This is an optimization exercise on Yosys and OpenROAD, whose aim is small area, a short achievable clock period and few clock cycles per item, not a production implementation.
Function was checked by simulation only, so behaviour that the tests miss may differ from the original.

// gradient_stop_colormap_unit
module gradient_stop_colormap_unit (
   input  logic         clock,
   input  logic         reset,
   input  logic         csr_we,
   input  logic [2:0]   csr_index,
   input  logic [31:0]  csr_wdata,
   input  logic         req_tvalid,
   output logic         req_tready,
   input  logic [7:0]   req_tdata,    
   output logic         rsp_tvalid,
   input  logic         rsp_tready,
   output logic [23:0]  rsp_tdata     
);
For scale: about 890 flip-flops, roughly 45,000 µm² of cells after synthesis.
==> module gscm_back, before the edit <==
module gscm_back (
   input  logic         clock,
   input  logic         reset,
   input  logic         in_valid,
   input  logic [23:0]  in_ca,
   input  logic [23:0]  in_cb,
   input  logic [7:0]   in_pa,
   input  logic [7:0]   in_pb,
   input  logic [7:0]   in_lvl,
   input  logic         in_interp,
   input  logic         in_gta,
   output logic         out_valid,
   output logic [23:0]  out_rgb      
);
   logic        interp;
   logic [7:0]  span, dlt, rdlt;
   logic [23:0] base, dif, wgt;
   always_comb begin
      interp = in_interp;
      span   = 8'd1;
      dlt    = 8'd0;
      rdlt   = 8'd1;
      if (interp) begin
         span = in_pb - in_pa;
         if (in_gta) begin
            dlt  = in_lvl - in_pa;
            rdlt = in_pb - in_lvl;
         end else begin
            rdlt = in_pb - in_pa;
         end
      end
      for (int c = 0; c < 3; c++) begin
         logic [8:0] ba;
         ba = {1'b0, in_cb[c*8 +: 8]} - {1'b0, in_ca[c*8 +: 8]};
         dif[c*8 +: 8] = (ba[7:0] ^ {8{ba[8]}}) + {7'd0, ba[8]};
         if (!ba[8]) begin
            base[c*8 +: 8] = in_ca[c*8 +: 8];
            wgt[c*8 +: 8]  = dlt;
         end else begin
            base[c*8 +: 8] = in_cb[c*8 +: 8];
            wgt[c*8 +: 8]  = rdlt;
         end
      end
   end
   logic        m_valid;
   logic [7:0]  m_span;
   logic [23:0] m_base, m_dif, m_wgt;
   always_ff @(posedge clock) begin
      m_valid <= in_valid && !reset;
      m_span  <= span;
      m_base  <= base;
      m_dif   <= dif;
      m_wgt   <= wgt;
   end
   logic [95:0] rows;
   for (genvar c = 0; c < 3; c++) begin : g_mul
      gscm_mul8h u_mul (
         .a    (m_dif[c*8 +: 8]),
         .b    (m_wgt[c*8 +: 8]),
         .h    (m_span[7:1]),
         .row0 (rows[c*32 +: 16]),
         .row1 (rows[c*32 + 16 +: 16])
      );
   end
   localparam int SW = 1 + 8 + 72;
   function automatic logic [15:0] carries16(input logic [15:0] a, input logic [15:0] b);
      logic [15:0] gg, pp, gn, pn;
      gg = a & b;
      pp = a ^ b;
      for (int l = 0; l < 4; l++) begin
         gn = gg;
         pn = pp;
         for (int i = 0; i < 16; i++) begin
            if ((i >> l) % 2 == 1) begin
               gn[i] = gg[i] | (pp[i] & gg[((i >> l) << l) - 1]);
               pn[i] = pp[i] & pp[((i >> l) << l) - 1];
            end
         end
         gg = gn;
         pp = pn;
      end
      carries16 = {gg[14:0], 1'b0};
   endfunction
   function automatic logic [8:0] sub_step(input logic [7:0] r, input logic w,
                                           input logic [7:0] s);
      logic [7:0] x, g, p, g1, p1, g2, p2, g3, d;
      logic [8:0] b;
      x  = {r[6:0], w};
      g  = ~x & s;
      p  = (x & s) | ~(x | s);
      g1 = g;
      p1 = p;
      for (int i = 1; i < 8; i += 2) begin
         g1[i] = g[i] | (p[i] & g[i-1]);
         p1[i] = p[i] & p[i-1];
      end
      g2 = g1;
      p2 = p1;
      for (int i = 0; i < 8; i++) begin
         if (i % 4 >= 2) begin
            g2[i] = g1[i] | (p1[i] & g1[(i/4)*4 + 1]);
            p2[i] = p1[i] & p1[(i/4)*4 + 1];
         end
      end
      g3 = g2;
      for (int i = 4; i < 8; i++) begin
         g3[i] = g2[i] | (p2[i] & g2[3]);
      end
      b = {g3, 1'b0};
      d = ~p ^ b[7:0];
      if (r[7] || !b[8]) sub_step = {1'b1, d};
      else               sub_step = {1'b0, x};
   endfunction
   function automatic logic [SW-1:0] div_step(input logic [SW-1:0] st);
      logic [8:0] qr;
      div_step = st;
      for (int c = 0; c < 3; c++) begin
         qr = sub_step(st[c*24 + 8 +: 8], st[c*24 + 7], st[79:72]);
         div_step[c*24 + 8 +: 8] = qr[7:0];
         div_step[c*24 +: 8]     = {st[c*24 +: 7], qr[8]};
      end
   endfunction
   logic [SW-1:0] n0, s1, s3, s5, s6;
   logic [SW-1:0] d0, d2, d4, d6;
   always_comb begin
      n0 = {m_valid, m_span, 72'd0};
      for (int c = 0; c < 3; c++) begin
         logic [15:0] r0, r1;
         r0 = rows[c*32 +: 16];
         r1 = rows[c*32 + 16 +: 16];
         n0[c*24 +: 24] = {m_base[c*8 +: 8], r0 ^ r1 ^ carries16(r0, r1)};
      end
   end
   always_ff @(posedge clock) d0 <= {n0[SW-1] && !reset, n0[SW-2:0]};
   assign s1 = div_step(div_step(d0));
   always_ff @(posedge clock) d2 <= {s1[SW-1] && !reset, s1[SW-2:0]};
   assign s3 = div_step(div_step(d2));
   always_ff @(posedge clock) d4 <= {s3[SW-1] && !reset, s3[SW-2:0]};
   assign s5 = div_step(div_step(d4));
   always_ff @(posedge clock) d6 <= {s5[SW-1] && !reset, s5[SW-2:0]};
   assign s6 = div_step(d6);
   always_comb begin
      for (int c = 0; c < 3; c++) begin
         logic [8:0] qr;
         logic [7:0] ba, qh, g, p, gg, pp, gn, pn;
         qr = sub_step(s6[c*24 + 8 +: 8], s6[c*24 + 7], s6[79:72]);
         ba = s6[c*24 + 16 +: 8];
         qh = {s6[c*24 +: 7], 1'b0};
         g  = ba & qh;
         p  = ba ^ qh;
         gg = g;
         pp = p;
         for (int l = 0; l < 3; l++) begin
            gn = gg;
            pn = pp;
            for (int i = 0; i < 8; i++) begin
               if ((i >> l) % 2 == 1) begin
                  gn[i] = gg[i] | (pp[i] & gg[((i >> l) << l) - 1]);
                  pn[i] = pp[i] & pp[((i >> l) << l) - 1];
               end
            end
            gg = gn;
            pp = pn;
         end
         out_rgb[c*8 +: 8] = p ^ ({gg[6:0], 1'b0} | ({pp[6:0], 1'b1} & {8{qr[8]}}));
      end
   end
   assign out_valid = d6[SW-1];
endmodule
==> flow/config.mk <==
export PLATFORM = sky130hd
export DESIGN_NAME = gradient_stop_colormap_unit
export DESIGN_NICKNAME = gradient_stop_colormap_unit
export VERILOG_FILES = /design/flow/design.v
export SDC_FILE = /design/flow/constraint.sdc
export NUM_CORES = 4
export LEC_CHECK = 0
export CAP_MARGIN = 20
export CORE_MARGIN = 2
export CORE_UTILIZATION = 55
export SETUP_SLACK_MARGIN = 4.75
export SLEW_MARGIN = 20
==> flow/constraint.sdc <==
create_clock -name core_clock -period 9.0 [get_ports {clock}]
set_input_delay 1.8000 -clock core_clock [delete_from_list [all_inputs] [get_ports {clock}]]
set_output_delay 1.8000 -clock core_clock [all_outputs]
set_load 0.01 [all_outputs]
run.sh (not shown) runs the stock make flow with config.mk's settings and CLKGATE_MAP_FILE= SYNTH_SCRIPT=/design/flow/synth_recipe.tcl, a recipe that flattens the netlist after the stock synthesis.
The baseline finished with timing, DRC and antenna clean.
Testbench counts at the start, summed over its fixed seeds: cycles 18,373, items 16,000.
Change:
--- a/flow/design.v
+++ b/flow/design.v
@@ -239,9 +239,9 @@
       logic [7:0] x, g, p, g1, p1, g2, p2, g3, d;
       logic [8:0] b;
       x  = {r[6:0], w};
       g  = ~x & s;
-      p  = (x & s) | ~(x | s);
+      p  = ~(x ^ s);
       g1 = g;
       p1 = p;
       for (int i = 1; i < 8; i += 2) begin
          g1[i] = g[i] | (p[i] & g[i-1]);
@@ -259,9 +259,9 @@
       for (int i = 4; i < 8; i++) begin
          g3[i] = g2[i] | (p2[i] & g2[3]);
       end
       b = {g3, 1'b0};
-      d = ~p ^ b[7:0];
+      d = x ^ s ^ b[7:0];
       if (r[7] || !b[8]) sub_step = {1'b1, d};
       else               sub_step = {1'b0, x};
    endfunction
    function automatic logic [SW-1:0] div_step(input logic [SW-1:0] st);
Result:
- worst setup slack improves by 170 ps
- synthesized area went up slightly
- non-clock buffer count went down by 41
- flip-flop and latch count stays the same
- routed wire length went up by a few percent
- final area went down slightly
- global-route usage went up by 0.45 points
Testbench counts after the change, summed over its fixed seeds: cycles 18,373, items 16,000.

[what the ideal ports hide]
Ports are ideal in the flow. The routed layouts listed here were re-timed in OpenROAD.
Step 1 sets driving cells, clkbuf_16 on the clock port and buf_2 on the other inputs (assumed; they add their load-dependent delay and slew).
Step 2 moves the port delays by t, midway between the first and last clock arrival at a register: inputs arrive t later, outputs are due t later. That takes back most of the time a late clock gives input paths.
a / b / c = ideal ports / drivers / drivers and shift; a / b = the first two.
| run | t (ns) | setup WS [ns] | worst hold slack (ns) | slew at the worst register clock pin (ns) |
|---|---|---|---|---|
| the first run | 0.714 | 4.653 / 4.653 / 4.142 | 0.303 / 0.303 / 0.303 | 0.07 / 0.07 |
| the second run | 0.724 | 4.819 / 4.819 / 4.202 | 0.311 / 0.311 / 0.311 | 0.07 / 0.07 |
After both steps every run listed still meets setup and hold. For the second run, which loses most, drivers alone change the setup slack by 0.000 ns; drivers and shift together by -0.617 ns.
